What follows belongs to an exercise in optimizing a design on an open flow for small area, a short achievable clock period and few clock cycles per item; a production flow would make more cautious choices.
Function was checked by simulation only, so behaviour that the tests miss may differ from the original.
Power and IR drop assume default switching activity.

## design/flow/flow/run.sh

```bash
#!/bin/bash
# Layout flow: the standard layout (standard.sh), with ADDER_MAP_FILE empty so adders are
# left to ABC, and port buffers starting as buf_1 (repair resizes them where timing needs it).
# Each make run's full output goes to a log file in the work folder.
set -euo pipefail
WORK=$(pwd)
bash standard.sh \
	ADDER_MAP_FILE= \
	"BUFFER_PORTS_ARGS=-buffer_cell sky130_fd_sc_hd__buf_1" \
	finish > "$WORK/make_finish.log" 2>&1
```

## design/flow/standard.sh

```bash
#!/bin/bash
# synth_recipe.tcl (not shown) runs the flow's synth.tcl, then flattens the netlist and writes it again
# the make line also repeats each setting of config.mk as NAME=value (left out here)
make -C /OpenROAD-flow-scripts/flow DESIGN_CONFIG=/design/flow/config.mk WORK_HOME=/design/flow/orfs CLKGATE_MAP_FILE= SYNTH_SCRIPT=/design/flow/synth_recipe.tcl "${@:-finish}"
```

## design/flow/config.mk

```make
export PLATFORM = sky130hd
export DESIGN_NAME = prefix_adder_top
export DESIGN_NICKNAME = prefix_adder_top
export VERILOG_FILES = /design/flow/design.v
export SDC_FILE = /design/flow/constraint.sdc
export NUM_CORES = 4
export LEC_CHECK = 0
export ABC_AREA = 1
export CAP_MARGIN = 20
export CORE_MARGIN = 2
export CORE_UTILIZATION = 60
export GPL_TIMING_DRIVEN = 0
export SLEW_MARGIN = 20
```

## design/flow/constraint.sdc

```tcl
create_clock -name core_clock -period 4.0 [get_ports {clk}]
set_input_delay 0.8000 -clock core_clock [delete_from_list [all_inputs] [get_ports {clk}]]
set_output_delay 0.8000 -clock core_clock [all_outputs]
set_load 0.01 [all_outputs]
```

## design/flow/design.v

```verilog
`default_nettype none
package prefix_data_pkg;
	typedef logic signed [8-1:0] lane_t;
	typedef lane_t [8-1:0] block_t;
	function automatic logic [8-1:0] lane_add(
		input logic [8-1:0] a,
		input logic [8-1:0] b
	);
		logic [8-1:0] p;
		logic [8-1:0] gen;
		logic [8-1:0] prop;
		p = a ^ b;
		gen = a & b;
		prop = p;
		for (int s = 0; (1 << s) < 8; s++) begin
			for (int i = 8 - 1; i >= 0; i--) begin
				if ((i & (1 << s)) != 0) begin
					gen[i] = gen[i] | (prop[i] & gen[((i >> s) << s) - 1]);
					prop[i] = prop[i] & prop[((i >> s) << s) - 1];
				end
			end
		end
		lane_add = p ^ {gen[8-2:0], 1'b0};
	endfunction
endpackage
`default_nettype wire
`default_nettype none
package prefix_ctrl_pkg;
	typedef logic [32-1:0] tag_t;
endpackage
`default_nettype wire
`timescale 1ns/10ps
`default_nettype none
module pipe_control (
	input wire logic clk,
	input wire logic reset,
	input wire logic valid_in,
	input wire logic ready_in,
	input wire prefix_ctrl_pkg::tag_t tag_in,
	output logic enable,
	output logic ready_out,
	output logic busy,
	output logic valid_out,
	output prefix_ctrl_pkg::tag_t tag_out
);
	logic valid_q;
	prefix_ctrl_pkg::tag_t tag_q;
	assign enable = ready_in;
	assign ready_out = ready_in;
	always_ff @(posedge clk or posedge reset) begin
		if (reset) begin
			valid_q <= 1'b0;
		end else if (enable) begin
			valid_q <= valid_in;
		end
	end
	always_ff @(posedge clk) begin
		if (enable) begin
			tag_q <= tag_in;
		end
	end
	assign busy = valid_q;
	assign valid_out = valid_q;
	assign tag_out = tag_q;
endmodule
`default_nettype wire
`timescale 1ns/10ps
`default_nettype none
module prefix_layer #(
	parameter int SPAN = 1
) (
	input wire prefix_data_pkg::block_t sums_in,
	output prefix_data_pkg::block_t sums_out
);
	localparam int W = 8;
	logic [8*W-1:0] flat_in;
	logic [8*W-1:0] flat_next;
	assign flat_in = sums_in;
	for (genvar i = 0; i < 8; i++) begin : g_lane
		if ((i & SPAN) != 0) begin : g_add
			localparam int SRC = (i / (2 * SPAN)) * (2 * SPAN) + SPAN - 1;
			assign flat_next[i*W +: W] = prefix_data_pkg::lane_add(flat_in[i*W +: W], flat_in[SRC*W +: W]);
		end else begin : g_pass
			assign flat_next[i*W +: W] = flat_in[i*W +: W];
		end
	end
	assign sums_out = flat_next;
endmodule
`default_nettype wire
`timescale 1ns/10ps
`default_nettype none
module prefix_network (
	input wire logic clk,
	input wire logic enable,
	input wire prefix_data_pkg::block_t data_in,
	output prefix_data_pkg::block_t sums
);
	localparam int W = 8;
	localparam int N = 8;
	localparam int H = N / 2;
	localparam int J = 6;
	prefix_data_pkg::block_t layer1;
	prefix_data_pkg::block_t layer2;
	prefix_layer #(.SPAN(1)) u_layer1 (.sums_in(data_in), .sums_out(layer1));
	prefix_layer #(.SPAN(2)) u_layer2 (.sums_in(layer1), .sums_out(layer2));
	logic [N*W-1:0] flat2;
	assign flat2 = layer2;
	logic [N*W-1:0] next_sums;
	logic [H-1:0] next_carry;
	logic [N*W-1:0] held_sums;
	logic [H-1:0] held_carry;
	assign next_sums[H*W-1:0] = flat2[H*W-1:0];
	for (genvar i = H; i < N; i++) begin : g_upper
		if (J == 0) begin : g_none
			assign next_sums[i*W +: W] = flat2[i*W +: W];
			assign next_carry[i-H] = 1'b0;
		end else if (J >= W) begin : g_all
			assign next_sums[i*W +: W] = flat2[i*W +: W] + flat2[(H-1)*W +: W];
			assign next_carry[i-H] = 1'b0;
		end else begin : g_part
			logic [J:0] low;
			assign low = {1'b0, flat2[i*W +: J]} + {1'b0, flat2[(H-1)*W +: J]};
			assign next_sums[i*W +: W] = {flat2[i*W+J +: W-J], low[J-1:0]};
			assign next_carry[i-H] = low[J];
		end
	end
	always_ff @(posedge clk) begin
		if (enable) begin
			held_sums <= next_sums;
		end
	end
	if (J > 0 && J < W) begin : g_carry_reg
		always_ff @(posedge clk) begin
			if (enable) begin
				held_carry <= next_carry;
			end
		end
	end else begin : g_no_carry
		assign held_carry = '0;
	end
	logic [N*W-1:0] flat_out;
	assign flat_out[H*W-1:0] = held_sums[H*W-1:0];
	for (genvar i = H; i < N; i++) begin : g_finish
		if (J == 0) begin : g_none
			assign flat_out[i*W +: W] = held_sums[i*W +: W] + held_sums[(H-1)*W +: W];
		end else if (J >= W) begin : g_all
			assign flat_out[i*W +: W] = held_sums[i*W +: W];
		end else begin : g_part
			assign flat_out[i*W +: W] = {
				held_sums[i*W+J +: W-J] + held_sums[(H-1)*W+J +: W-J] + (W-J)'(held_carry[i-H]),
				held_sums[i*W +: J]
			};
		end
	end
	assign sums = flat_out;
endmodule
`default_nettype wire
`timescale 1ns/10ps
`default_nettype none
module prefix_adder_top (
	input wire logic clk,
	input wire logic reset,
	input wire logic valid_in,
	input wire logic ready_in,
	input wire prefix_ctrl_pkg::tag_t tag_in,
	input wire prefix_data_pkg::block_t data_in,
	output logic busy,
	output logic ready_out,
	output logic valid_out,
	output prefix_ctrl_pkg::tag_t tag_out,
	output prefix_data_pkg::block_t data_out
);
	logic enable;
	pipe_control u_control (
		.clk(clk),
		.reset(reset),
		.valid_in(valid_in),
		.ready_in(ready_in),
		.tag_in(tag_in),
		.enable(enable),
		.ready_out(ready_out),
		.busy(busy),
		.valid_out(valid_out),
		.tag_out(tag_out)
	);
	prefix_network u_network (
		.clk(clk),
		.enable(enable),
		.data_in(data_in),
		.sums(data_out)
	);
endmodule
`default_nettype wire
```

==> out/qor.csv, run 1 <==
metric,value,unit
die_width,111,um
synthesis.nets,940,
synthesis.instances,840,
fp-row-count,38,
ir_worst_vdd,334,uV
power.density,507,nW/um^2
numClockSinks,101,
min-delay-path-class,in -> async,
timing.critical_path.from_type,primary input,
ios,199,
layout.filler_cells,870,
maxSlewViolCount,0,
clock_latency,0.35,ns
initial_antenna_violation_count,0,
critPathMaxFanout,7,
start_util,62.1,%
syn-mean-instance-area,8.12,um^2
cp_data_arrival_time,2.82,ns
global_route_wire_length_before_repair,22900,um
clock-skew-final,0,ns
peak_freq,0.369,GHz
die_area,12200,um^2
sequential_cell_area,3030,um^2
synth_top_cell_by_area,edfxtp_1,
placed_cell_area,7810,um^2
gp_congestion,0.807,
layout.cell_area.non_filler,8100,um^2
core,11000,um^2
worst-setup-path-type,in -> reg,
vias,5632,
tightestPinTransition,0.657,ns
max_transition_margin,56.2,%
fin_crit,2.71,ns
end_kind,register,
layout_common_cells,"287 x nand2_1, 197 x buf_1, 100 x edfxtp_1",
power,4.10,mW
ant_nets,0,
initialDrtViolationCount,317,
layout.cells.most_common,nand2_1,
multiInputGateArea,2950,um^2
deepest_level_of_the_cts_h_tree,3,
netlist_top_cells_area,"edfxtp_1 44%, nand2_1 16%, buf_4 6.4%",
dr.pass1.iters,5,
worst_ep_required_time,4.11,ns
drc_errors,0,
synth-seq-area-share,44.4,%
detailed_place_hpwl,11200,um
static-leakage-power,3.88,nW
tritoncts,built,
globalRouteOverflowTotal,0,
status,finished clean,
drive_gt1_share,16.1,%
place.port_buffers,198,
post_cts_resized,0,
largest_net_degree_at_the_start_of_global_routing,35,
clock_tree.buffer_depth,2,
cts.clk_slew.worst_paths,0.07,ns
rrSetupSlack,3.24,ns
grtUsageTotal,22.9,%
cts_buffers,9,
cts_root_buffer,clkbuf_16,
postCtsHoldBufs,0,
reg2regPathDepth,1,
maxCapViolations,0,
rsz0062_at_grt,no,
post_drt_via_cell_ratio,4.71,
ys_ff_latch,101,
synth_largest_type_area_fraction,44.0,%
chipHeight,111,um
post_synth_instance_area,6820,um^2
cts.repair_timing.setup_buffer_count,0,
finalSetupViolCount,0,
layout.nets,1152,
vias_in_the_first_global_route,5067,
wire_per_inst,11.6,um
timing.final.crit_share,67.8,%
post_synth_num_cell_types,33,
yosysWarnings,4,
route.final.wire_length,13900,um
antenna_cells_inserted,0,
report.final.hold_viol_count,0,
area_delta_synth_final,18.7,%
[cell type report]
cell class / instances / area share, %
buffer: 59 / 5.42
clock buffer: 9 / 2.78
clock inverter: 7 / 0.819
inverter: 107 / 4.99
multi-input combinational: 573 / 36.4
sequential: 101 / 37.4
tap: 140 / 2.16
timing repair buffer: 201 / 10.0
[path summary, 6_finish.rpt]
check | start | end
max in group asynchronous | reset | u_control.valid_q$_DFFE_PP0P_
max reg2reg | u_control.valid_q$_DFFE_PP0P_ | u_control.valid_q$_DFFE_PP0P_
min in group core_clock | u_control.valid_q$_DFFE_PP0P_ | u_control.valid_q$_DFFE_PP0P_
max | data_in[0] | u_network.held_carry[1]$_DFFE_PP_
min reg2reg | u_control.valid_q$_DFFE_PP0P_ | u_control.valid_q$_DFFE_PP0P_
min | reset | u_control.valid_q$_DFFE_PP0P_
[stage by stage]
step                      instances  utilization [%]  TNS, ns  setup slack, ns  hold slack, ns
after global routing           1197             73.8        0             1.05           0.252
after CTS                      1197             73.8        0             1.26           0.232
after global placement         1178             70.5  -132.52            -2.17           0.515
after detailed placement       1181             71.1        0            0.888           0.524
after floorplan                 840                -        0             1.47           0.529
final                          1197             73.8        0             1.29           0.238
[power by group]
| group | internal, mW | switching [mW] |
|---|---|---|
| registers | 1.45 | 0.0675 |
| logic | 0.694 | 1.03 |
| clock network | 0.438 | 0.425 |
| total | 2.58 | 1.52 |
[flip-flops by register name, summed over array words and instances, names as in the netlist]
| register | count |
|---|---|
| u_control.tag_q | 32 |
| u_control.valid_q | 1 |
| u_network.held_carry | 4 |
| u_network.held_sums | 64 |
[routing by layer]
| metal | share of wire, % | global-route usage [%] |
|---|---|---|
| met5 | 0 | 0 |
| met4 | 1.8 | 7.33 |
| met3 | 5.1 | 4.01 |
| met2 | 49 | 39.7 |
| met1 | 45 | 29.2 |
[worst max-delay path: stages]
cell	delay [ns]
buf_1	0.10
nand2_1	0.12
inv_2	0.06
nor2_2	0.15
inv_2	0.07
nor2_2	0.14
inv_1	0.07
nand2_1	0.23
nor2_1	0.13
a21oi_1	0.35
o21ai_2	0.13
nand2_1	0.09
nand2_1	0.10
nand2_1	0.10
nand2_1	0.07
nand2_1	0.06
nand2_1	0.04
[cells in the mapped netlist (all sizes together)]
| cell type | number |
|---|---|
| nand2 | 323 |
| inv | 105 |
| edfxtp | 100 |
| nor2 | 69 |
| buf | 58 |
| xor2 | 49 |
| nand3 | 47 |
| xnor2 | 28 |
| o21ai | 19 |
| a21oi | 12 |
| nand3b | 11 |
| or2 | 9 |
| nand4 | 3 |
| clkinv | 2 |
| a21o | 1 |
| clkbuf | 1 |
| dfrtp | 1 |
| mux2 | 1 |
| nand2b | 1 |
[kinds of logic (layout without fill, tap and decap cells)]
group	after synthesis	count (layout)	synth area share, %
AND/OR/NAND/NOR	463	463	30.0
buffers and inverters	166	383	12.4
flip-flops	101	101	44.4
XOR/XNOR	77	77	10.2
AO/OA/AOI/OAI	32	32	2.88
multiplexers	1	1	0.165
Testbench counts, summed over its fixed seeds: cycles 2,056, items 2,048.
==> run 2: changes to the inputs <==
--- a/design/flow/config.mk
+++ b/design/flow/config.mk
@@ -9,5 +9,4 @@
 export CAP_MARGIN = 20
 export CORE_MARGIN = 2
 export CORE_UTILIZATION = 60
-export GPL_TIMING_DRIVEN = 0
 export SLEW_MARGIN = 20
==> run 2 against run 1 <==
  * Synthesized area is the same
  * Hold slack better by 0.022 ns
  * Synthesized cell count unchanged
  * Sequential power hardly changed
==> out/qor.csv, run 2 <==
metric,value,unit,change
cts_buffers,9,,unchanged
tritoncts,built,,
post_synth_instance_area,6820,um^2,unchanged
yosysWarnings,4,,unchanged
post_cts_resized,0,,unchanged
start_util,62.1,%,unchanged
route.final.wire_length,14100,um,+1.7%
ant_nets,0,,unchanged
max_stage_delay,0.21,ns,-0.14 ns
synth_edf_count,100,,unchanged
ys_ff_latch,101,,unchanged
rrSetupSlack,3.23,ns,about the same
globalRouteOverflowTotal,0,,unchanged
place.port_buffers,198,,unchanged
cp_data_arrival_time,2.71,ns,-0.11 ns
peak_freq,0.382,GHz,+3.6%
core,11000,um^2,unchanged
timing.critical_path.from_type,primary input,,
power.density,520,nW/um^2,+2.6%
post_synth_num_cell_types,33,,unchanged
dr.pass1.iters,5,,unchanged
p_seq_share,38.8,%,+1.9 points
numClockSinks,101,,unchanged
rsz0062_at_grt,no,,
cts.clk_slew.worst_paths,0.07,ns,about the same
synth_largest_type_area_fraction,44.0,%,unchanged
drc_errors,0,,unchanged
crit_path_frequent_cell,nand2_1,,
layout.cells.most_common,nand2_1,,
number_of_flip_flops_under_the_largest_register_name,64,,unchanged
tightestPinTransition,0.681,ns,+0.0238 ns
fin_crit,2.62,ns,-0.0936 ns
vias_in_the_first_global_route,5160,,+1.8%
grtUsageTotal,23.4,%,+0.46 points
clock-skew-final,0,ns,unchanged
worst_ep_required_time,4.10,ns,about the same
antenna_cells_inserted,0,,unchanged
largest-register,u_network.held_sums,,
rr_startpoint,u_control.valid_q$_DFFE_PP0P_,,
ios,199,,unchanged
maxSlewViolCount,0,,unchanged
fp-row-count,38,,unchanged
report.final.hold_viol_count,0,,unchanged
cts_root_buffer,clkbuf_16,,
synthArstFlopShare,0.990,%,unchanged
die_area,12200,um^2,unchanged
fin_tns_setup,0,ns,unchanged
rr_endpoint,u_control.valid_q$_DFFE_PP0P_,,
drive_gt1_share,10.9,%,-5.2 points
placed_cells,1121,,-5.1%
ys_dominant_reg_cell,edfxtp_1,,
critical_path.cell_chain,buf_1 > nand2_1 > o21ai_2 > nand2_2 > nand2_1 > nand2_1 > nand2_2 > nand2_2 > nand2_2 > nand3_1 > nand2_1 > nand2_1 > nand2_1 > inv_2 > nand2_1 > nand2_1 > nand2_1 > nand2_1 > nand2_1 > nand2_1,,
sw_frac_of_total,37.5,%,+0.37 points
post_drt_via_cell_ratio,4.85,,+3.0%
cts.repair_timing.setup_buffer_count,0,,unchanged
timing.final.crit_share,65.4,%,-2.3 points
ir_worst_vdd,332,uV,-0.51%
max_transition_margin,54.6,%,-1.6 points
die_width,111,um,unchanged
worst-setup-path-type,in -> reg,,
synth_top_cell_by_area,edfxtp_1,,
wire_per_inst,12.4,um,+7.0%
layout.filler_cells,935,,+7.5%
initialDrtViolationCount,336,,+6.0%
comb_power_share,38.6,%,-3.5 points
synthesis.nets,940,,unchanged
finalSetupViolCount,0,,unchanged
cp_num_buf_inv,2,,-2
clockPowerShare,22.6,%,+1.6 points
gp_congestion,0.842,,+4.4%
critPathMaxFanout,4,,-3
chipHeight,111,um,unchanged
power,3.96,mW,-3.5%
syn-mean-instance-area,8.12,um^2,unchanged
deepest_level_of_the_cts_h_tree,3,,unchanged
netlist_top_cells_area,"edfxtp_1 44%, nand2_1 16%, buf_4 6.4%",,
clock_latency,0.35,ns,about the same
path_delay_family,simple AND/OR/NAND/NOR gates,,
layout.nets,1092,,-5.2%
stdcell_count,1137,,-5.0%
synth.top_cells.by_count,"287 x nand2_1, 100 x edfxtp_1, 79 x inv_1",,
synthesis.instances,840,,unchanged
status,finished clean,,
static-leakage-power,3.59,nW,-7.6%
layout_common_cells,"287 x nand2_1, 197 x buf_1, 100 x edfxtp_1",,
detailed_place_hpwl,11300,um,+0.83%
area_delta_synth_final,11.7,%,
reg2regPathDepth,1,,unchanged
end_kind,register,,
global_route_wire_length_before_repair,23400,um,+2.2%
vias,5509,,-2.2%
synth_most_common_cell,nand2_1,,
clock_tree.buffer_depth,2,,unchanged
switchingPower,1.49,mW,-2.6%
p_int,2.47,mW,-4.1%
maxCapViolations,0,,unchanged
postLayoutCoreUtil,69.4,%,-4.4 points
worst_path_max_delay_cell,o21ai_2,,
synth-seq-area-share,44.4,%,unchanged
largest_net_degree_at_the_start_of_global_routing,48,,+37%
initial_antenna_violation_count,0,,unchanged
postCtsHoldBufs,0,,unchanged
top_regs,"u_network.held_sums (64), u_control.tag_q (32), u_network.held_carry (4)",,
min-delay-path-class,in -> async,,
run 2: worst max-delay path by stage:
| stage | depth (start not counted) | endpoint | start | slack, ns |
|---|---|---|---|---|
| floorplan | 16 | u_network.held_carry[0]$_DFFE_PP_ | data_in[12] | 1.47 |
| global placement | 17 | u_network.held_carry[1]$_DFFE_PP_ | data_in[0] | 1.08 |
| detailed placement | 17 | u_network.held_carry[0]$_DFFE_PP_ | data_in[0] | 0.97 |
| CTS | 17 | u_network.held_carry[0]$_DFFE_PP_ | data_in[0] | 1.34 |
| global route | 21 | u_network.held_carry[3]$_DFFE_PP_ | data_in[32] | 1.03 |
| finish | 20 | u_network.held_carry[3]$_DFFE_PP_ | data_in[16] | 1.38 |
run 2: routing by layer:
metal	part of all wire, %	vias up	GRT usage [%]
met2	50	172	41.7
met5	0	-	0
met1	43	2440	28.7
li1	-	2881	-
met4	1.5	0	7.42
met3	5.8	16	4.17
run 2: logic make-up (layout without fill, tap and decap cells):
family / Yosys count / count (layout) / synth area share, %
buffers and inverters: 166 / 323 / 12.4
XOR/XNOR: 77 / 77 / 10.2
multiplexers: 1 / 1 / 0.165
flip-flops: 101 / 101 / 44.4
AND/OR/NAND/NOR: 463 / 463 / 30.0
AO/OA/AOI/OAI: 32 / 32 / 2.88
run 2: final cells by class:
| type | instances | area (um^2) | share of cell area [%] |
|---|---|---|---|
| well taps | 140 | 175 | 2.30 |
| multi-input cells | 573 | 2950 | 38.7 |
| flip-flops and latches | 101 | 3030 | 39.7 |
| inverters | 107 | 404 | 5.30 |
| clock buffers | 10 | 229 | 3.00 |
| clock inverters | 6 | 70.1 | 0.920 |
| repair buffers | 200 | 762 | 10.0 |
run 2: power groups by stage:
stage	Sequential (mW)	Clock (mW)	Combinational, mW
detailed placement	1.56	0	1.53
global placement	1.55	0	1.50
global route	1.56	0.954	1.74
finish	1.54	0.896	1.53
CTS	1.54	0.914	1.54
floorplan	1.54	0	1.26
run 2: per-stage QoR:
stage | hold slack [ns] | setup WS (ns) | area, um^2
2_1_floorplan | 0.529 | 1.47 | 6820
3_3_place_gp | 0.509 | 1.08 | 7320
3_5_place_dp | 0.538 | 0.975 | 7320
4_1_cts | 0.255 | 1.34 | 7620
5_1_grt | 0.254 | 1.03 | 7620
6_report | 0.260 | 1.38 | 7620
==> run 3: changes to the inputs <==
--- a/design/flow/config.mk
+++ b/design/flow/config.mk
@@ -9,4 +9,5 @@
 export CAP_MARGIN = 20
 export CORE_MARGIN = 2
 export CORE_UTILIZATION = 60
+export CTS_BUF_LIST = sky130_fd_sc_hd__clkbuf_8
 export SLEW_MARGIN = 20
==> run 3 against run 2 <==
  * Still clean on timing, DRC and antenna
  * Clock-buffer cell count shrank 1
  * Synthesized area unchanged
  * Combinational power is essentially flat
  * Critical path depth is 16 lower
  * Critical endpoint is now data_out[55]
  * Cell count unchanged
  * Final area decreased by 1.3%
  * Sequential share of layout area rose by 0.54 points
  * Clock power is 25% lower
  * Global-route usage is 0.083 points lower
==> out/qor.csv, run 3 <==
metric,value,unit,change
status,finished clean,,
largest-register,u_network.held_sums,,
rsz0062_at_grt,no,,
core,11000,um^2,unchanged
top_regs,"u_network.held_sums (64), u_control.tag_q (32), u_network.held_carry (4)",,
layout.cell_area.non_filler,7520,um^2,-1.3%
cp_data_arrival_time,1.82,ns,-0.89 ns
fin_crit,2.62,ns,+0.00388 ns
vias_in_the_first_global_route,5161,,+0.019%
ys_ff_latch,101,,unchanged
grtUsageTotal,23.3,%,-0.083 points
vias,5493,,-0.29%
power.density,498,nW/um^2,-4.3%
area_delta_synth_final,10.2,%,
place.port_buffers,198,,unchanged
synth-seq-area-share,44.4,%,unchanged
number_of_flip_flops_under_the_largest_register_name,64,,unchanged
synth_top_family_by_area,simple AND/OR/NAND/NOR gates,,
synthesis.nets,940,,unchanged
syn-mean-instance-area,8.12,um^2,unchanged
tritoncts,built,,
power,3.74,mW,-5.5%
clock-skew-final,0,ns,unchanged
drc_errors,0,,unchanged
initialDrtViolationCount,310,,-7.7%
synth-simple-area-share,30.0,%,unchanged
peak_freq,0.382,GHz,-0.15%
tightestPinTransition,0.677,ns,-0.00317 ns
maxSlewViolCount,0,,unchanged
global_route_wire_length_before_repair,23300,um,-0.21%
chipHeight,111,um,unchanged
timing.critical_path.from_type,register,,
static-leakage-power,3.54,nW,-1.2%
layout.cells.most_common,nand2_1,,
fraction_of_the_mapped_netlist_area_in_compound_gates,2.88,%,unchanged
netlist_top_cells_area,"edfxtp_1 44%, nand2_1 16%, buf_4 6.4%",,
timing.final.crit_share,65.5,%,+0.097 points
start_util,62.1,%,unchanged
min-delay-path-class,in -> async,,
die_area,12200,um^2,unchanged
worst-setup-path-type,reg -> out,,
fp-row-count,38,,unchanged
maxCapViolations,0,,unchanged
synth_most_common_cell,nand2_1,,
ir_worst_vdd,265,uV,-20%
postCtsHoldBufs,0,,unchanged
ys_dominant_reg_cell,edfxtp_1,,
finalSetupViolCount,0,,unchanged
synthArstFlopShare,0.990,%,unchanged
synth_edf_count,100,,unchanged
cts.clk_slew.worst_paths,0.10,ns,+0.03 ns
cts_buffers,9,,unchanged
layout_common_cells,"287 x nand2_1, 197 x buf_1, 100 x edfxtp_1",,
synth.top_cells.by_count,"287 x nand2_1, 100 x edfxtp_1, 79 x inv_1",,
post_synth_instance_area,6820,um^2,unchanged
cts_root_buffer,clkbuf_8,,
wire_per_inst,12.5,um,+0.33%
placed_cell_area,7320,um^2,unchanged
yosysWarnings,4,,unchanged
post_synth_num_cell_types,33,,unchanged
gp_congestion,0.842,,unchanged
synth.mux.area_fraction,0.165,%,unchanged
synthesis.instances,840,,unchanged
drive_gt1_share,10.9,%,unchanged
clock_tree.buffer_depth,2,,unchanged
worst_ep_required_time,3.20,ns,-0.90 ns
cts.repair_timing.setup_buffer_count,0,,unchanged
ant_nets,0,,unchanged
die_width,111,um,unchanged
ios,199,,unchanged
route.final.wire_length,14200,um,+0.33%
deepest_level_of_the_cts_h_tree,3,,unchanged
end_kind,output port,,
fin_tns_setup,0,ns,unchanged
layout.nets,1092,,unchanged
max_transition_margin,54.8,%,+0.21 points
rrSetupSlack,3.23,ns,about the same
synth_largest_type_area_fraction,44.0,%,unchanged
clock_latency,0.37,ns,+0.02 ns
largest_net_degree_at_the_start_of_global_routing,48,,unchanged
numClockSinks,101,,unchanged
post_drt_via_cell_ratio,4.83,,-0.29%
synth_top_cell_by_area,edfxtp_1,,
report.final.hold_viol_count,0,,unchanged
critPathMaxFanout,9,,+5
post_cts_resized,0,,unchanged
globalRouteOverflowTotal,0,,unchanged
synthesized_area_fraction_occupied_by_adder_cells,0,%,unchanged
antenna_cells_inserted,0,,unchanged
synthXorXnorAreaFrac,10.2,%,unchanged
dr.pass1.iters,5,,unchanged
initial_antenna_violation_count,0,,unchanged
detailed_place_hpwl,11300,um,unchanged
run 3: cells by family after synthesis:
| group | Yosys count |
|---|---|
| buffers and inverters | 166 |
| and+or+nand+nor | 463 |
| xor gates and xnor gates | 77 |
| muxes | 1 |
| DFF | 101 |
| AOI/OAI and AO/OA | 32 |
run 3: per-stage QoR:
| stage | setup slack (ns) | util, % | cells | hold slack [ns] |
|---|---|---|---|---|
| floorplan | 1.47 | - | 840 | 0.529 |
| global placement | 1.08 | 66.7 | 1121 | 0.509 |
| detailed placement | 0.975 | 66.7 | 1121 | 0.538 |
| global route | 1.08 | 68.5 | 1137 | 0.213 |
| finish | 1.38 | 68.5 | 1137 | 0.234 |
| CTS | 1.35 | 68.5 | 1137 | 0.217 |
run 3: critical path: stages, from the launching register on:
cell,delay (ns)
edfxtp_1,0.56
xnor2_1,0.22
o21ai_0,0.26
xor2_1,0.23
buf_1,0.18
run 3: area by class of cell:
cell class | count | area, um^2
Fill cell | 953 | 3460
Sequential cell | 101 | 3030
Multi-Input combinational cell | 573 | 2950
Timing Repair Buffer | 200 | 762
Inverter | 107 | 404
Tap cell | 140 | 175
Clock buffer | 9 | 124
Clock inverter | 7 | 73.8
run 3: final timing paths:
kind	start	endpoint	cells after the start
max in group asynchronous	reset	u_control.valid_q$_DFFE_PP0P_	2
min reg2reg	u_control.valid_q$_DFFE_PP0P_	u_control.valid_q$_DFFE_PP0P_	1
min	reset	u_control.valid_q$_DFFE_PP0P_	2
max	u_network.held_sums[30]$_DFFE_PP_	data_out[55]	4
min in group core_clock	u_control.valid_q$_DFFE_PP0P_	u_control.valid_q$_DFFE_PP0P_	1
max reg2reg	u_control.valid_q$_DFFE_PP0P_	u_control.valid_q$_DFFE_PP0P_	1
run 3: routing by layer:
| metal | wire length (um) | share of wire, % | global-route usage, % |
|---|---|---|---|
| met5 | 0 | 0 | 0 |
| met3 | 816 | 5.8 | 4.01 |
| met1 | 6100 | 43 | 28.5 |
| met4 | 199 | 1.4 | 7.83 |
| met2 | 7060 | 50 | 41.5 |
run 3: where the power goes:
part / leakage, nW / internal (mW) / switching, mW
Sequential: 0.990 / 1.45 / 0.0852
Combinational: 2.45 / 0.533 / 1.00
Clock: 0.101 / 0.293 / 0.381
==> run 4: changes to the inputs <==
--- a/design/flow/config.mk
+++ b/design/flow/config.mk
@@ -5,7 +5,6 @@
 export SDC_FILE = /design/flow/constraint.sdc
 export NUM_CORES = 4
 export LEC_CHECK = 0
-export ABC_AREA = 1
 export CAP_MARGIN = 20
 export CORE_MARGIN = 2
 export CORE_UTILIZATION = 60
==> run 4 against run 3 <==
  * Total power up 20%
  * Critical path depth up 7
  * Largest cell class unchanged
  * Still clean on timing, DRC and antenna
  * Via count down 20%
  * Cell count down 25%
  * Clock skew unchanged
  * Flip-flop and latch count unchanged
  * Largest power group is now combinational cells
  * Final area down 2.6%
==> out/qor.csv, run 4 <==
metric,value,unit,change
critPathMaxFanout,3,,-6
route.final.wire_length,12900,um,-8.8%
fin_hold_ws,0.242,ns,+0.00854 ns
layout.cell_area.non_filler,7330,um^2,-2.6%
post_cts_resized,0,,unchanged
syn-mean-instance-area,11.9,um^2,+46%
postCtsHoldBufs,0,,unchanged
power,4.47,mW,+20%
reg2regPathDepth,1,,unchanged
worst_ep_required_time,4.10,ns,+0.90 ns
synthArstFlopShare,0.990,%,unchanged
yosysWarnings,4,,unchanged
stdcell_count,855,,-25%
drc_errors,0,,unchanged
synth-seq-area-share,47.1,%,+2.7 points
report.final.hold_viol_count,0,,unchanged
synth_largest_type_area_fraction,46.7,%,+2.7 points
synth_most_common_cell,xnor2_1,,
critical_path.cell_chain,buf_1 > xnor2_1 > xnor2_4 > inv_1 > maj3_1 > maj3_2 > maj3_2 > maj3_2 > maj3_2 > maj3_1 > xor2_1,,
post_drt_via_cell_ratio,5.11,,+5.9%
chipHeight,107,um,-2.8%
numClockSinks,101,,unchanged
maxCapViolations,0,,unchanged
initial_antenna_violation_count,0,,unchanged
rr_endpoint,u_control.valid_q$_DFFE_PP0P_,,
ir_worst_vdd,411,uV,+55%
peak_freq,0.272,GHz,-29%
antenna_cells_inserted,0,,unchanged
start_util,62.0,%,-0.15 points
clock-skew-final,0,ns,unchanged
synthesis.nets,641,,-32%
end_kind,register,,
die_area,11600,um^2,-5.6%
placed_cell_area,7130,um^2,-2.6%
max_transition_margin,55.6,%,+0.75 points
cp_num_buf_inv,2,,+1
grtUsageTotal,23.0,%,-0.23 points
finalSetupViolCount,0,,unchanged
timing.critical_path.from_type,primary input,,
gp_congestion,0.814,,-3.4%
placed_cells,839,,-25%
layout.cells.most_common,buf_1,,
initialDrtViolationCount,162,,-48%
power.density,611,nW/um^2,+23%
status,finished clean,,
place.port_buffers,198,,unchanged
fp-row-count,37,,-2.6%
layout_common_cells,"197 x buf_1, 130 x xnor2_1, 100 x edfxtp_1",,
grt.met1_usage,28.5,%,about the same
vias_in_the_first_global_route,4330,,-16%
number_of_flip_flops_under_the_largest_register_name,64,,unchanged
fin_crit,3.68,ns,+1.06 ns
cts.repair_timing.setup_buffer_count,0,,unchanged
maxSlewViolCount,0,,unchanged
die_width,107,um,-2.8%
synth_edf_count,100,,unchanged
ys_dominant_reg_cell,edfxtp_1,,
post_synth_instance_area,6430,um^2,-5.8%
timing.final.crit_share,92.1,%,+27 points
rrSetupSlack,3.24,ns,about the same
grt-busiest-layer,met2,,
synth_top_cell_by_area,edfxtp_1,,
rsz0062_at_grt,no,,
core,10400,um^2,-5.6%
groute.layer.met3.usage,4.96,%,+0.96 points
path_delay_family,adder cells,,
static-leakage-power,2.46,nW,-31%
min-delay-path-class,in -> async,,
wire_per_inst,15.1,um,+21%
layout.nets,814,,-25%
cp_data_arrival_time,3.79,ns,+1.97 ns
ant_nets,0,,unchanged
tightestPinTransition,0.656,ns,-0.0216 ns
worst_path_max_delay_cell,maj3_1,,
ys_ff_latch,101,,unchanged
vias,4373,,-20%
cts_buffers,9,,unchanged
crit_path_frequent_cell,maj3_2,,
cts.clk_slew.worst_paths,0.09,ns,about the same
detailed_place_hpwl,10200,um,-9.8%
netlist_top_cells_area,"edfxtp_1 47%, xnor2_1 18%, buf_4 6.8%",,
top_regs,"u_network.held_sums (64), u_control.tag_q (32), u_network.held_carry (4)",,
rr_startpoint,u_control.valid_q$_DFFE_PP0P_,,
dr.pass1.iters,4,,-1
worst-setup-path-type,in -> reg,,
synthesis.instances,541,,-36%
largest-register,u_network.held_sums,,
tritoncts,built,,
largest_net_degree_at_the_start_of_global_routing,71,,+48%
synth.top_cells.by_count,"130 x xnor2_1, 100 x edfxtp_1, 58 x buf_4",,
area_delta_synth_final,14.0,%,
ios,199,,unchanged
deepest_level_of_the_cts_h_tree,3,,unchanged
post_synth_num_cell_types,51,,+55%
max_stage_delay,0.38,ns,-0.18 ns
globalRouteOverflowTotal,0,,unchanged
use_met2,40.1,%,-1.4 points
drive_gt1_share,11.0,%,+0.055 points
clock_latency,0.36,ns,about the same
cts_root_buffer,clkbuf_8,,
global_route_wire_length_before_repair,20700,um,-11%
clock_tree.buffer_depth,2,,unchanged
==> run 4: per-layer routing <==
metal	share of wire (%)	vias to the layer above	wire (um)
met1	42	2029	5380
met5	0	-	0
li1	-	2188	-
met2	50	140	6450
met3	6.9	16	898
met4	1.6	0	211
==> run 4: area by class of cell <==
class,instances,area [um^2]
Clock buffer,10,138
Clock inverter,6,61.3
Fill cell,782,3040
Inverter,9,33.8
Multi-Input combinational cell,361,2880
Sequential cell,101,3030
Tap cell,136,170
Timing Repair Buffer,232,1010
==> run 4: power by group <==
part	leakage (nW)	switching [mW]	internal (mW)
Combinational	1.36	1.13	1.01
Clock	0.108	0.342	0.306
Sequential	0.991	0.117	1.57
==> run 4: how the worst max path moves through the flow <==
stage / startpoint / endpoint / depth (start not counted)
floorplan: data_in[33] / u_network.held_sums[55]$_DFFE_PP_ / 11
CTS: data_in[1] / u_network.held_sums[23]$_DFFE_PP_ / 11
global placement: data_in[1] / u_network.held_sums[23]$_DFFE_PP_ / 11
global route: data_in[1] / u_network.held_carry[3]$_DFFE_PP_ / 12
detailed placement: data_in[1] / u_network.held_sums[23]$_DFFE_PP_ / 11
finish: data_in[1] / u_network.held_sums[23]$_DFFE_PP_ / 11
==> run 4: cell families after synthesis <==
logic type      share of synthesized area, %
compound gates                          7.17
xor+xnor                                24.6
fa+ha+maj                               6.76
buf+inv                                 8.06
flops                                   47.1
mux                                    0.487
simple gates                            5.84
==> run 4: metrics by stage <==
stage               setup TNS (ns)  setup WS (ns)  utilization (%)
global placement           -0.0289        -0.0289             68.7
floorplan                        0          0.106                -
global route                     0          0.178             70.6
detailed placement         -0.0579        -0.0547             68.7
finish                           0          0.317             70.6
CTS                              0          0.324             70.6
==> run 5: changes to the inputs <==
--- a/design/flow/config.mk
+++ b/design/flow/config.mk
@@ -5,8 +5,10 @@
 export SDC_FILE = /design/flow/constraint.sdc
 export NUM_CORES = 4
 export LEC_CHECK = 0
+export ABC_AREA = 1
 export CAP_MARGIN = 20
 export CORE_MARGIN = 2
 export CORE_UTILIZATION = 60
 export CTS_BUF_LIST = sky130_fd_sc_hd__clkbuf_8
+export PLACE_DENSITY = 0.7
 export SLEW_MARGIN = 20
==> run 5 against run 4 <==
  * Utilization decreased by 2.2 points
  * Largest cell class unchanged
  * First-iteration DRC count increased by 56%
  * Hold slack got worse by 0.037 ns
  * Final area is 2.6% higher
  * Critical path type unchanged
  * Wire length grew 11%
  * Sequential power is 9% lower
==> out/qor.csv, run 5 <==
metric,value,unit,change
cts_buffers,9,,unchanged
globalRouteOverflowTotal,0,,unchanged
synthesis.instances,840,,+55%
initial_antenna_violation_count,0,,unchanged
route.final.wire_length,14400,um,+11%
vias_in_the_first_global_route,5349,,+24%
deepest_level_of_the_cts_h_tree,3,,unchanged
chipHeight,111,um,+2.9%
synth.top_cells.by_count,"287 x nand2_1, 100 x edfxtp_1, 79 x inv_1",,
vias,5531,,+26%
initialDrtViolationCount,252,,+56%
synth-seq-area-share,44.4,%,-2.7 points
peak_freq,0.381,GHz,+40%
timing.final.crit_share,65.6,%,-26 points
status,finished clean,,
dr.pass1.iters,7,,+3
largest_net_degree_at_the_start_of_global_routing,40,,-44%
drive_gt1_share,11.0,%,+0.046 points
placed_cells,1121,,+34%
fin_hold_ws,0.206,ns,-0.0368 ns
cts.clk_slew.worst_paths,0.10,ns,about the same
layout.cell_area.non_filler,7520,um^2,+2.6%
clock_latency,0.37,ns,about the same
post_drt_via_cell_ratio,4.86,,-4.9%
layout.nets,1092,,+34%
post_synth_instance_area,6820,um^2,+6.2%
report.final.hold_viol_count,0,,unchanged
postCtsHoldBufs,0,,unchanged
layout.cells.most_common,nand2_1,,
synthArstFlopShare,0.990,%,unchanged
die_width,111,um,+2.9%
syn-mean-instance-area,8.12,um^2,-32%
fin_tns_setup,0,ns,unchanged
rsz0062_at_grt,no,,
number_of_flip_flops_under_the_largest_register_name,64,,unchanged
dp_worst_setup_slack,0.981,ns,+1.04 ns
reg2regPathDepth,1,,unchanged
max_transition_margin,67.8,%,+12 points
stdcell_count,1137,,+33%
gp_congestion,0.807,,-0.75%
yosysWarnings,4,,unchanged
cp_data_arrival_time,2.76,ns,-1.03 ns
ir_worst_vdd,259,uV,-37%
place.port_buffers,198,,unchanged
ys_ff_latch,101,,unchanged
layout.filler_cells,941,,+20%
cts.repair_timing.setup_buffer_count,0,,unchanged
end_kind,register,,
synth_most_common_cell,nand2_1,,
power.density,496,nW/um^2,-19%
clock-skew-final,0,ns,unchanged
fin_crit,2.62,ns,-1.06 ns
launch_point_of_the_worst_path,data_in[0],,
worst_ep_required_time,4.14,ns,+0.04 ns
synth_edf_count,100,,unchanged
synthesis.nets,940,,+47%
wire_per_inst,12.6,um,-17%
synth_largest_type_area_fraction,44.0,%,-2.7 points
ys_dominant_reg_cell,edfxtp_1,,
antenna_cells_inserted,0,,unchanged
worst-setup-path-type,in -> reg,,
synth_top_cell_by_area,edfxtp_1,,
cts_root_buffer,clkbuf_8,,
post-route-worst-setup-slack,1.38,ns,+1.06 ns
area_delta_synth_final,10.2,%,
static-leakage-power,3.55,nW,+44%
min-delay-path-class,in -> async,,
maxSlewViolCount,0,,unchanged
ios,199,,unchanged
netlist_top_cells_area,"edfxtp_1 44%, nand2_1 16%, buf_4 6.4%",,
critPathMaxFanout,5,,+2
fp-row-count,38,,+2.7%
die_area,12200,um^2,+5.9%
post_cts_resized,0,,unchanged
detailed_place_hpwl,11600,um,+14%
start_util,62.1,%,+0.15 points
global_route_wire_length_before_repair,23800,um,+15%
rr_startpoint,u_control.valid_q$_DFFE_PP0P_,,
grtUsageTotal,23.8,%,+0.72 points
timing.critical_path.from_type,primary input,,
post_synth_num_cell_types,33,,-35%
ant_nets,0,,unchanged
placed_cell_area,7320,um^2,+2.7%
clock_tree.buffer_depth,2,,unchanged
layout_common_cells,"287 x nand2_1, 197 x buf_1, 100 x edfxtp_1",,
tightestPinTransition,0.483,ns,-0.173 ns
top_regs,"u_network.held_sums (64), u_control.tag_q (32), u_network.held_carry (4)",,
finalSetupViolCount,0,,unchanged
drc_errors,0,,unchanged
largest-register,u_network.held_sums,,
tritoncts,built,,
maxCapViolations,0,,unchanged
numClockSinks,101,,unchanged
core,11000,um^2,+5.9%
==> run 5: cell types whose count changed in the layout (fill, tap and decap cells not counted), moves of 33 or more <==
cell	previous run	this run
nor2_1	28	63
nand2_2	0	33
nand2_1	26	287
nand3_1	2	39
inv_1	10	80
xnor2_1	130	28
==> run 5: area by class of cell <==
type | count | area (um^2) | share of cell area [%]
multi-input cells | 573 | 2950 | 39.3
clock buffers | 10 | 138 | 1.83
inverters | 107 | 404 | 5.37
well taps | 140 | 175 | 2.33
flip-flops and latches | 101 | 3030 | 40.3
clock inverters | 6 | 61.3 | 0.815
repair buffers | 200 | 762 | 10.1
==> run 5: cells by family (layout without fill, tap and decap cells) <==
logic type	count (synthesis)	after routing	share of synthesized area (%)
and+or+nand+nor	463	463	30.0
buffers and inverters	166	323	12.4
DFF	101	101	44.4
xor gates and xnor gates	77	77	10.2
AOI/OAI and AO/OA	32	32	2.88
muxes	1	1	0.165
==> run 5: final timing paths <==
check | endpoint | slack [ns]
setup / recovery | u_network.held_carry[1]$_DFFE_PP_ | 1.38
hold / removal | u_control.valid_q$_DFFE_PP0P_ | 0.21
setup reg to reg | u_control.valid_q$_DFFE_PP0P_ | 3.23
hold reg to reg | u_control.valid_q$_DFFE_PP0P_ | 0.55
max in group asynchronous | u_control.valid_q$_DFFE_PP0P_ | 3.71
min in group core_clock | u_control.valid_q$_DFFE_PP0P_ | 0.55
==> run 5: metal layers <==
metal | vias up | track usage [%] | wire, um
met2 | 164 | 42.3 | 7040
met4 | 0 | 7.83 | 220
met1 | 2468 | 29.5 | 6250
met5 | - | 0 | 0
li1 | 2883 | - | -
met3 | 16 | 3.79 | 841
==> run 5: per-stage QoR <==
| stage | util [%] | power [mW] |
|---|---|---|
| 3_5_place_dp | 66.7 | 3.09 |
| 4_1_cts | 68.5 | 3.75 |
| 5_1_grt | 68.5 | 4.00 |
| 6_report | 68.5 | 3.73 |
| 2_1_floorplan | - | 2.80 |
| 3_3_place_gp | 66.7 | 3.04 |
==> run 5: worst max-delay path, cell delays in order <==
cell	delay, ns
buf_1	0.11
nand2_1	0.11
o21ai_1	0.20
nand2_1	0.16
nand3b_1	0.13
nand2_2	0.09
inv_2	0.11
nand2_2	0.08
nand2_2	0.08
nand3_1	0.07
nand2_1	0.19
nand2_1	0.07
nand2_1	0.11
inv_1	0.06
nand2_1	0.05
nand2_1	0.08
nand2_1	0.09
nand2_1	0.07
nand2_1	0.06
nand2_1	0.04
==> run 5: report_power, final <==
group / switching [mW] / total, mW / internal, mW
Combinational: 0.988 / 1.52 / 0.532
Clock: 0.364 / 0.671 / 0.307
Sequential: 0.0888 / 1.54 / 1.45
==> run 6: changes to the inputs <==
--- a/design/flow/config.mk
+++ b/design/flow/config.mk
@@ -10,5 +10,5 @@
 export CORE_MARGIN = 2
 export CORE_UTILIZATION = 60
 export CTS_BUF_LIST = sky130_fd_sc_hd__clkbuf_8
-export PLACE_DENSITY = 0.7
+export PLACE_DENSITY = 0.5
 export SLEW_MARGIN = 20
==> run 6 against run 5 <==
  * Setup slack improved by 0.0022 ns
  * Cell count unchanged
  * Still clean
  * Wire length down 1.2%
  * Synthesized cell count unchanged
  * Highest routed layer unchanged
==> out/qor.csv, run 6 <==
metric,value,unit,change
layout.nets,1092,,unchanged
fin_crit,2.62,ns,-0.00219 ns
die_width,111,um,unchanged
numClockSinks,101,,unchanged
largest-register,u_network.held_sums,,
ant_nets,0,,unchanged
synth_edf_count,100,,unchanged
synth_most_common_cell,nand2_1,,
place.port_buffers,198,,unchanged
cts_buffers,9,,unchanged
maxSlewViolCount,0,,unchanged
layout.filler_cells,953,,+1.3%
initial_antenna_violation_count,0,,unchanged
maxCapViolations,0,,unchanged
layout.cells.most_common,nand2_1,,
start_util,62.1,%,unchanged
die_area,12200,um^2,unchanged
cts.clk_slew.worst_paths,0.10,ns,about the same
grtUsageTotal,23.3,%,-0.49 points
clock-skew-final,0,ns,unchanged
area_delta_synth_final,10.2,%,about the same
ys_dominant_reg_cell,edfxtp_1,,
clock_tree.buffer_depth,2,,unchanged
p_seq_share,41.0,%,-0.2 points
number_of_flip_flops_under_the_largest_register_name,64,,unchanged
critPathMaxFanout,9,,+4
launch_point_of_the_worst_path,u_network.held_sums[30]$_DFFE_PP_,,
static-leakage-power,3.54,nW,-0.22%
vias,5493,,-0.69%
clockPowerShare,18.0,%,about the same
rr_startpoint,u_control.valid_q$_DFFE_PP0P_,,
dr.pass1.iters,5,,-2
layout_common_cells,"287 x nand2_1, 197 x buf_1, 100 x edfxtp_1",,
synthesis.instances,840,,unchanged
sw_frac_of_total,39.2,%,+0.56 points
vias_in_the_first_global_route,5161,,-3.5%
placed_cell_area,7320,um^2,unchanged
peak_freq,0.382,GHz,about the same
ys_ff_latch,101,,unchanged
netlist_top_cells_area,"edfxtp_1 44%, nand2_1 16%, buf_4 6.4%",,
synth_largest_type_area_fraction,44.0,%,unchanged
drc_errors,0,,unchanged
core,11000,um^2,unchanged
synthArstFlopShare,0.990,%,unchanged
synth_top_cell_by_area,edfxtp_1,,
status,finished clean,,
globalRouteOverflowTotal,0,,unchanged
fp-row-count,38,,unchanged
rrSetupSlack,3.23,ns,about the same
cts.repair_timing.setup_buffer_count,0,,unchanged
power,3.74,mW,+0.30%
yosysWarnings,4,,unchanged
reg2regPathDepth,1,,unchanged
clock_latency,0.37,ns,about the same
ir_worst_vdd,265,uV,+2.1%
tightestPinTransition,0.677,ns,+0.194 ns
worst_ep_required_time,3.20,ns,-0.94 ns
synth-seq-area-share,44.4,%,unchanged
end_kind,output port,,
min-delay-path-class,in -> async,,
initialDrtViolationCount,310,,+23%
synth.top_cells.by_count,"287 x nand2_1, 100 x edfxtp_1, 79 x inv_1",,
report.final.hold_viol_count,0,,unchanged
ios,199,,unchanged
post_cts_resized,0,,unchanged
timing.critical_path.from_type,register,,
worst-setup-path-type,reg -> out,,
detailed_place_hpwl,11300,um,-2.4%
cp_data_arrival_time,1.82,ns,-0.94 ns
largest_net_degree_at_the_start_of_global_routing,48,,+20%
wire_per_inst,12.5,um,-1.2%
gp_congestion,0.842,,+4.3%
syn-mean-instance-area,8.12,um^2,unchanged
global_route_wire_length_before_repair,23300,um,-1.8%
layout.cell_area.non_filler,7520,um^2,about the same
post_drt_via_cell_ratio,4.83,,-0.69%
chipHeight,111,um,unchanged
timing.final.crit_share,65.5,%,about the same
fin_tns_setup,0,ns,unchanged
max_transition_margin,54.8,%,-13 points
top_regs,"u_network.held_sums (64), u_control.tag_q (32), u_network.held_carry (4)",,
synthesis.nets,940,,unchanged
postCtsHoldBufs,0,,unchanged
rr_endpoint,u_control.valid_q$_DFFE_PP0P_,,
post_synth_instance_area,6820,um^2,unchanged
tritoncts,built,,
finalSetupViolCount,0,,unchanged
cts_root_buffer,clkbuf_8,,
crit_end,data_out[55],,
antenna_cells_inserted,0,,unchanged
route.final.wire_length,14200,um,-1.2%
comb_power_share,41.0,%,+0.2 points
p_int,2.27,mW,-0.61%
postLayoutCoreUtil,68.5,%,about the same
rsz0062_at_grt,no,,
switchingPower,1.47,mW,+1.8%
drive_gt1_share,10.9,%,-0.10 points
power.density,498,nW/um^2,+0.32%
deepest_level_of_the_cts_h_tree,3,,unchanged
post_synth_num_cell_types,33,,unchanged
-- run 6: cell types whose count changed in the layout (fill, tap and decap cells not counted) --
cell,change
clkinvlp_4,+1
clkinv_4,+1
clkinv_1,+1
clkbuf_8,-1
inv_8,+1
clkinv_2,-2
inv_6,-1
-- run 6: through the flow --
stage / setup slack, ns / instances / hold WS, ns
after floorplan: 1.47 / 840 / 0.529
after global placement: 1.08 / 1121 / 0.509
after detailed placement: 0.975 / 1121 / 0.538
after CTS: 1.35 / 1137 / 0.217
after global routing: 1.08 / 1137 / 0.213
final: 1.38 / 1137 / 0.234
-- run 6: cell families (layout without fill, tap and decap cells) --
kind of cell / Yosys count / after routing / synth area share [%]
mux: 1 / 1 / 0.165
buf+inv: 166 / 323 / 12.4
simple gates: 463 / 463 / 30.0
xor+xnor: 77 / 77 / 10.2
flops: 101 / 101 / 44.4
compound gates: 32 / 32 / 2.88
-- run 6: cell type report --
class | instances | area, um^2 | share of cell area (%)
Multi-Input combinational cell | 573 | 2950 | 39.3
Clock buffer | 9 | 124 | 1.65
Inverter | 107 | 404 | 5.38
Sequential cell | 101 | 3030 | 40.3
Tap cell | 140 | 175 | 2.33
Timing Repair Buffer | 200 | 762 | 10.1
Clock inverter | 7 | 73.8 | 0.982
-- run 6: worst max-delay path, cell delays in order (launching register included) --
cell and delay (ns):
edfxtp_1 0.56, xnor2_1 0.22, o21ai_0 0.26, xor2_1 0.23, buf_1 0.18
-- run 6: metal layers --
metal	share of wire [%]	vias up	track usage, %	wire, um
li1	-	2884	-	-
met1	43	2409	28.5	6100
met2	50	185	41.5	7060
met3	5.8	15	4.01	816
met4	1.4	0	7.83	199
met5	0	-	0	0
-- run 6: worst min-delay path by stage --
stage | start | endpoint | slack (ns) | cells past startpoint
CTS | reset | u_control.valid_q$_DFFE_PP0P_ | 0.22 | 2
detailed placement | u_control.valid_q$_DFFE_PP0P_ | u_control.valid_q$_DFFE_PP0P_ | 0.54 | 1
global route | reset | u_control.valid_q$_DFFE_PP0P_ | 0.21 | 2
floorplan | reset | u_control.valid_q$_DFFE_PP0P_ | 0.53 | 1
finish | reset | u_control.valid_q$_DFFE_PP0P_ | 0.23 | 2
global placement | u_control.valid_q$_DFFE_PP0P_ | u_control.valid_q$_DFFE_PP0P_ | 0.51 | 1
-- run 6: power groups by stage --
stage                     Clock, mW  Sequential [mW]  Combinational [mW]
after detailed placement          0             1.56                1.53
after floorplan                   0             1.54                1.26
after CTS                     0.685             1.54                1.54
after global placement            0             1.55                1.50
final                         0.675             1.53                1.53
after global routing          0.727             1.55                1.74
==> run 7: changes to the inputs <==
--- a/design/flow/config.mk
+++ b/design/flow/config.mk
@@ -10,5 +10,5 @@
 export CORE_MARGIN = 2
 export CORE_UTILIZATION = 60
 export CTS_BUF_LIST = sky130_fd_sc_hd__clkbuf_8
-export PLACE_DENSITY = 0.5
+export CTS_CLUSTER_SIZE = 40
 export SLEW_MARGIN = 20
==> run 7 against run 6 <==
  * Still clean on timing, DRC and antenna
  * Wire length stayed put
  * Clock power hardly changed
  * Die area stayed put
  * Combinational power hardly changed
  * Total power stayed put
  * Largest power group unchanged
==> out/qor.csv, run 7 <==
metric,value,unit,change
synth_largest_type_area_fraction,44.0,%,unchanged
initialDrtViolationCount,310,,unchanged
worst_ep_required_time,3.20,ns,about the same
report.final.hold_viol_count,0,,unchanged
postLayoutCoreUtil,68.5,%,unchanged
max_transition_margin,54.8,%,unchanged
vias_in_the_first_global_route,5161,,unchanged
min-delay-path-class,in -> async,,
path_delay_family,flip-flops,,
critPathMaxFanout,9,,unchanged
post_cts_resized,0,,unchanged
synth.top_cells.by_count,"287 x nand2_1, 100 x edfxtp_1, 79 x inv_1",,
timing.critical_path.from_type,register,,
static-leakage-power,3.54,nW,unchanged
finalSetupViolCount,0,,unchanged
worst-setup-path-type,reg -> out,,
fp-row-count,38,,unchanged
cts_root_buffer,clkbuf_8,,
critical_path.cell_chain,xnor2_1 > o21ai_0 > xor2_1 > buf_1,,
synthesis.nets,940,,unchanged
fin_crit,2.62,ns,unchanged
synth_top_cell_by_area,edfxtp_1,,
groute.layer.met3.usage,4.01,%,unchanged
tritoncts,built,,
peak_freq,0.382,GHz,unchanged
fin_tns_setup,0,ns,unchanged
detailed_place_hpwl,11300,um,unchanged
clock-skew-final,0,ns,unchanged
post_drt_via_cell_ratio,4.83,,unchanged
grt-busiest-layer,met2,,
netlist_top_cells_area,"edfxtp_1 44%, nand2_1 16%, buf_4 6.4%",,
post_synth_instance_area,6820,um^2,unchanged
layout_common_cells,"287 x nand2_1, 197 x buf_1, 100 x edfxtp_1",,
layout.cells.most_common,nand2_1,,
cp_data_arrival_time,1.82,ns,about the same
post_synth_num_cell_types,33,,unchanged
cts_buffers,9,,unchanged
use_met2,41.5,%,unchanged
ios,199,,unchanged
deepest_level_of_the_cts_h_tree,3,,unchanged
clock_tree.buffer_depth,2,,unchanged
drc_errors,0,,unchanged
gp_congestion,0.842,,unchanged
ys_ff_latch,101,,unchanged
ys_dominant_reg_cell,edfxtp_1,,
place.port_buffers,198,,unchanged
antenna_cells_inserted,0,,unchanged
syn-mean-instance-area,8.12,um^2,unchanged
status,finished clean,,
rsz0062_at_grt,no,,
ant_nets,0,,unchanged
synth_edf_count,100,,unchanged
cp_num_buf_inv,1,,unchanged
vias,5493,,unchanged
largest_net_degree_at_the_start_of_global_routing,48,,unchanged
cts.clk_slew.worst_paths,0.10,ns,about the same
chipHeight,111,um,unchanged
maxSlewViolCount,0,,unchanged
tightestPinTransition,0.677,ns,unchanged
numClockSinks,101,,unchanged
maxCapViolations,0,,unchanged
synthesis.instances,840,,unchanged
synth-seq-area-share,44.4,%,unchanged
layout.cell_area.non_filler,7520,um^2,unchanged
global_route_wire_length_before_repair,23300,um,unchanged
dr.pass1.iters,5,,unchanged
top_regs,"u_network.held_sums (64), u_control.tag_q (32), u_network.held_carry (4)",,
timing.final.crit_share,65.5,%,unchanged
ir_worst_vdd,265,uV,unchanged
synthArstFlopShare,0.990,%,unchanged
grt.met1_usage,28.5,%,unchanged
layout.nets,1092,,unchanged
placed_cell_area,7320,um^2,unchanged
initial_antenna_violation_count,0,,unchanged
wire_per_inst,12.5,um,unchanged
postCtsHoldBufs,0,,unchanged
worst_path_max_delay_cell,edfxtp_1,,
drive_gt1_share,10.9,%,unchanged
end_kind,output port,,
route.final.wire_length,14200,um,unchanged
die_width,111,um,unchanged
core,11000,um^2,unchanged
start_util,62.1,%,unchanged
die_area,12200,um^2,unchanged
max_stage_delay,0.56,ns,about the same
synth_most_common_cell,nand2_1,,
cts.repair_timing.setup_buffer_count,0,,unchanged
power.density,498,nW/um^2,unchanged
globalRouteOverflowTotal,0,,unchanged
largest-register,u_network.held_sums,,
area_delta_synth_final,10.2,%,unchanged
grtUsageTotal,23.3,%,unchanged
yosysWarnings,4,,unchanged
clock_latency,0.37,ns,about the same
number_of_flip_flops_under_the_largest_register_name,64,,unchanged
==> run 7: worst paths after layout <==
check | endpoint | slack [ns] | from | cells after the start
worst min register to register | u_control.valid_q$_DFFE_PP0P_ | 0.55 | u_control.valid_q$_DFFE_PP0P_ | 1
worst max register to register | u_control.valid_q$_DFFE_PP0P_ | 3.23 | u_control.valid_q$_DFFE_PP0P_ | 1
min in group core_clock | u_control.valid_q$_DFFE_PP0P_ | 0.55 | u_control.valid_q$_DFFE_PP0P_ | 1
worst max-delay path | data_out[55] | 1.38 | u_network.held_sums[30]$_DFFE_PP_ | 4
worst min-delay path | u_control.valid_q$_DFFE_PP0P_ | 0.23 | reset | 2
max in group asynchronous | u_control.valid_q$_DFFE_PP0P_ | 3.67 | reset | 2
==> run 7: per-layer routing <==
layer / vias up / routed length (um)
li1: 2884 / -
met3: 15 / 816
met5: - / 0
met1: 2409 / 6100
met2: 185 / 7060
met4: 0 / 199
==> run 7: cell type report <==
class                   count  area (um^2)
fillers                   953         3460
flip-flops and latches    101         3030
multi-input cells         573         2950
repair buffers            200          762
inverters                 107          404
well taps                 140          175
clock buffers               9          124
clock inverters             7         73.8
==> run 7: report_power, final <==
part / internal (mW) / switching, mW / total, mW
clock: 0.293 / 0.381 / 0.675
combinational: 0.533 / 1.00 / 1.53
sequential: 1.45 / 0.0852 / 1.53
total: 2.27 / 1.47 / 3.74
==> run 7: kinds of logic after synthesis <==
group	Yosys count	synth area share [%]
AOI/OAI and AO/OA	32	2.88
DFF	101	44.4
muxes	1	0.165
buffers and inverters	166	12.4
and+or+nand+nor	463	30.0
xor gates and xnor gates	77	10.2
==> run 7: stage by stage <==
step | hold slack (ns) | setup slack [ns] | instances | total power [mW]
detailed placement | 0.538 | 0.975 | 1121 | 3.09
global route | 0.213 | 1.08 | 1137 | 4.02
CTS | 0.217 | 1.35 | 1137 | 3.77
floorplan | 0.529 | 1.47 | 840 | 2.80
global placement | 0.509 | 1.08 | 1121 | 3.05
finish | 0.234 | 1.38 | 1137 | 3.74
==> run 8: changes to the inputs <==
--- a/design/flow/config.mk
+++ b/design/flow/config.mk
@@ -10,5 +10,5 @@
 export CORE_MARGIN = 2
 export CORE_UTILIZATION = 60
 export CTS_BUF_LIST = sky130_fd_sc_hd__clkbuf_8
-export CTS_CLUSTER_SIZE = 40
+export SETUP_SLACK_MARGIN = 1.45
 export SLEW_MARGIN = 20
==> run 8 against run 7 <==
  * Synthesized area unchanged
  * Global-route usage up 0.18 points
  * Clock skew did not move
  * Setup slack better by 0.13 ns
  * Still clean
  * Sequential share of layout area decreased by 3.9 points
  * Wire length grew 8.6%
  * First-iteration DRC count fell by 8.7%
==> out/qor.csv, run 8 <==
metric,value,unit,change
status,finished clean,,
layout.filler_cells,840,,-12%
clock-skew-final,0,ns,unchanged
placed_cell_area,7320,um^2,unchanged
report.final.hold_viol_count,0,,unchanged
largest_net_degree_at_the_start_of_global_routing,48,,unchanged
synth_largest_type_area_fraction,44.0,%,unchanged
top_regs,"u_network.held_sums (64), u_control.tag_q (32), u_network.held_carry (4)",,
synth_edf_count,100,,unchanged
path_delay_family,XOR/XNOR gates,,
post_synth_instance_area,6820,um^2,unchanged
clock_latency,0.37,ns,about the same
globalRouteOverflowTotal,0,,unchanged
gp_congestion,0.842,,unchanged
grtUsageTotal,23.4,%,+0.18 points
tritoncts,built,,
clock_tree.buffer_depth,2,,unchanged
min-delay-path-class,in -> async,,
layout.cell_area.non_filler,8320,um^2,+11%
static-leakage-power,3.86,nW,+8.8%
finalSetupViolCount,0,,unchanged
end_kind,output port,,
synth-seq-area-share,44.4,%,unchanged
synthesis.nets,940,,unchanged
peak_freq,0.401,GHz,+5.0%
fin_tns_setup,0,ns,unchanged
maxSlewViolCount,0,,unchanged
area_delta_synth_final,22.0,%,
multiInputGateArea,3580,um^2,+21%
initial_antenna_violation_count,0,,unchanged
die_area,12200,um^2,unchanged
dr.pass1.iters,7,,+2
p_int,2.42,mW,+6.6%
critPathMaxFanout,5,,-4
chipHeight,111,um,unchanged
worst_path_max_delay_cell,edfxtp_1,,
antenna_cells_inserted,0,,unchanged
layout.cells.most_common,nand2_1,,
cts.clk_slew.worst_paths,0.10,ns,about the same
ys_dominant_reg_cell,edfxtp_1,,
core,11000,um^2,unchanged
critical_path.cell_chain,xnor2_1 > o21ai_1 > xor2_1 > buf_1,,
p_seq_share,37.8,%,-3.2 points
power,4.05,mW,+8.3%
ant_nets,0,,unchanged
maxCapViolations,0,,unchanged
synth_top_cell_by_area,edfxtp_1,,
route.final.wire_length,15400,um,+8.6%
max_transition_margin,55.2,%,+0.35 points
wire_per_inst,13.3,um,+7.0%
initialDrtViolationCount,283,,-8.7%
global_route_wire_length_before_repair,23600,um,+1.0%
placed_cells,1121,,unchanged
drc_errors,0,,unchanged
synth_most_common_cell,nand2_1,,
sequential_cell_area,3030,um^2,unchanged
syn-mean-instance-area,8.12,um^2,unchanged
netlist_top_cells_area,"edfxtp_1 44%, nand2_1 16%, buf_4 6.4%",,
power.density,487,nW/um^2,-2.2%
timing.final.crit_share,62.4,%,-3.1 points
largest-register,u_network.held_sums,,
tightestPinTransition,0.672,ns,-0.00525 ns
timing.critical_path.from_type,register,,
fin_crit,2.50,ns,-0.125 ns
clockPowerShare,16.6,%,-1.4 points
drive_gt1_share,27.7,%,+17 points
cts_buffers,9,,unchanged
yosysWarnings,4,,unchanged
worst_ep_required_time,3.20,ns,about the same
detailed_place_hpwl,11300,um,unchanged
number_of_flip_flops_under_the_largest_register_name,64,,unchanged
ys_ff_latch,101,,unchanged
cts_root_buffer,clkbuf_8,,
post_synth_num_cell_types,33,,unchanged
start_util,62.1,%,unchanged
comb_power_share,45.6,%,+4.6 points
layout.nets,1109,,+1.6%
deepest_level_of_the_cts_h_tree,3,,unchanged
max_stage_delay,0.49,ns,-0.07 ns
post_drt_via_cell_ratio,5.01,,+3.6%
numClockSinks,101,,unchanged
ios,199,,unchanged
switchingPower,1.63,mW,+11%
die_width,111,um,unchanged
synthesis.instances,840,,unchanged
synth.top_cells.by_count,"287 x nand2_1, 100 x edfxtp_1, 79 x inv_1",,
vias_in_the_first_global_route,5213,,+1.0%
stdcell_count,1154,,+1.5%
fp-row-count,38,,unchanged
cp_data_arrival_time,1.70,ns,-0.12 ns
synthArstFlopShare,0.990,%,unchanged
vias,5777,,+5.2%
cp_num_buf_inv,1,,unchanged
rsz0062_at_grt,yes,,
layout_common_cells,"219 x nand2_1, 169 x buf_1, 100 x edfxtp_1",,
place.port_buffers,198,,unchanged
sw_frac_of_total,40.2,%,+0.97 points
worst-setup-path-type,reg -> out,,
ir_worst_vdd,367,uV,+39%
-- run 8: area by class of cell --
| class | instances | share of cell area (%) |
|---|---|---|
| multi-input combinational | 573 | 43.0 |
| inverter | 107 | 4.98 |
| tap | 140 | 2.10 |
| sequential | 101 | 36.4 |
| clock inverter | 7 | 0.887 |
| timing repair buffer | 217 | 11.2 |
| clock buffer | 9 | 1.49 |
-- run 8: power groups by stage --
stage               logic (mW)  registers (mW)  clock network, mW
CTS                       1.57            1.53              0.685
detailed placement        1.53            1.56                  0
global route              2.05            1.55              0.725
global placement          1.50            1.55                  0
floorplan                 1.26            1.54                  0
finish                    1.85            1.53              0.673
-- run 8: cell families after synthesis --
family	count (synthesis)	synth area share, %
AND/OR/NAND/NOR	463	30.0
buffers and inverters	166	12.4
flip-flops	101	44.4
XOR/XNOR	77	10.2
AO/OA/AOI/OAI	32	2.88
multiplexers	1	0.165
-- run 8: stage by stage --
stage / util [%] / setup WS, ns / hold slack [ns]
after detailed placement: 66.7 / 0.975 / 0.538
after CTS: 68.7 / 1.44 / 0.217
final: 75.8 / 1.50 / 0.238
after global routing: 75.8 / 1.36 / 0.213
after global placement: 66.7 / 1.08 / 0.509
after floorplan: - / 1.47 / 0.529
-- run 8: timing repair --
action / CTS / global route
endpoints found under the setup margin: 10 / 25
resized for setup: 5 / 206
setup buffers: 2 / 15
pin swaps: 0 / 54
hold buffers: 0 / 0
-- run 8: path summary, 6_finish.rpt --
check | start | end | slack (ns) | cells past startpoint
max | u_network.held_sums[30]$_DFFE_PP_ | data_out[55] | 1.50 | 4
min | reset | u_control.valid_q$_DFFE_PP0P_ | 0.24 | 2
max reg2reg | u_control.valid_q$_DFFE_PP0P_ | u_control.valid_q$_DFFE_PP0P_ | 3.21 | 1
min reg2reg | u_control.valid_q$_DFFE_PP0P_ | u_control.valid_q$_DFFE_PP0P_ | 0.57 | 1
max in group asynchronous | reset | u_control.valid_q$_DFFE_PP0P_ | 3.66 | 2
min in group core_clock | u_control.valid_q$_DFFE_PP0P_ | u_control.valid_q$_DFFE_PP0P_ | 0.57 | 1
-- run 8: layer usage --
layer	vias up	GRT usage [%]	part of all wire, %
li1	2914	-	-
met1	2631	28.9	41
met2	205	41.8	52
met3	27	4.17	5.7
met4	0	7.58	2.1
met5	-	0	0

what the ideal ports hide:
The results above use ideal ports. As a check the final layouts listed here were re-extracted and re-timed, cells and wires unchanged. Step 1 sets driving cells, clkbuf_16 on the clock port and buf_2 on the other inputs (assumed; they add their load-dependent delay and slew). Step 2 moves the port delays by t, midway between the first and last clock arrival at a register: inputs arrive t later, outputs are due t later. That takes back most of the time a late clock gives input paths. Three values: ideal ports, drivers, drivers and shift; two values: the first two.
run | t (ns) | setup WS [ns] | worst register clock-pin slew, ns | worst slew at a driven data input, ns | cell pins on the clock port's net
run 1 | 0.393 | 1.289 / 1.310 / 0.917 | 0.08 / 0.08 | 0.07 | 1
run 2 | 0.385 | 1.383 / 1.364 / 1.014 | 0.08 / 0.08 | 0.06 | 1
run 3 | 0.404 | 1.379 / 1.343 / 1.030 | 0.11 / 0.11 | 0.06 | 1
run 4 | 0.390 | 0.317 / 0.320 / -0.070 | 0.10 / 0.10 | 0.08 | 1
run 5 | 0.408 | 1.377 / 1.386 / 0.978 | 0.10 / 0.10 | 0.07 | 1
run 6 | 0.404 | 1.379 / 1.343 / 1.030 | 0.11 / 0.11 | 0.06 | 1
run 7 | 0.404 | 1.379 / 1.343 / 1.030 | 0.11 / 0.11 | 0.06 | 1
run 8 | 0.403 | 1.504 / 1.468 / 1.121 | 0.11 / 0.11 | 0.06 | 1
With both steps, setup timing fails in run 4, where it was met with ideal ports. For run 5, which loses most, drivers alone change the setup slack by +0.009 ns; drivers and shift together by -0.399 ns.
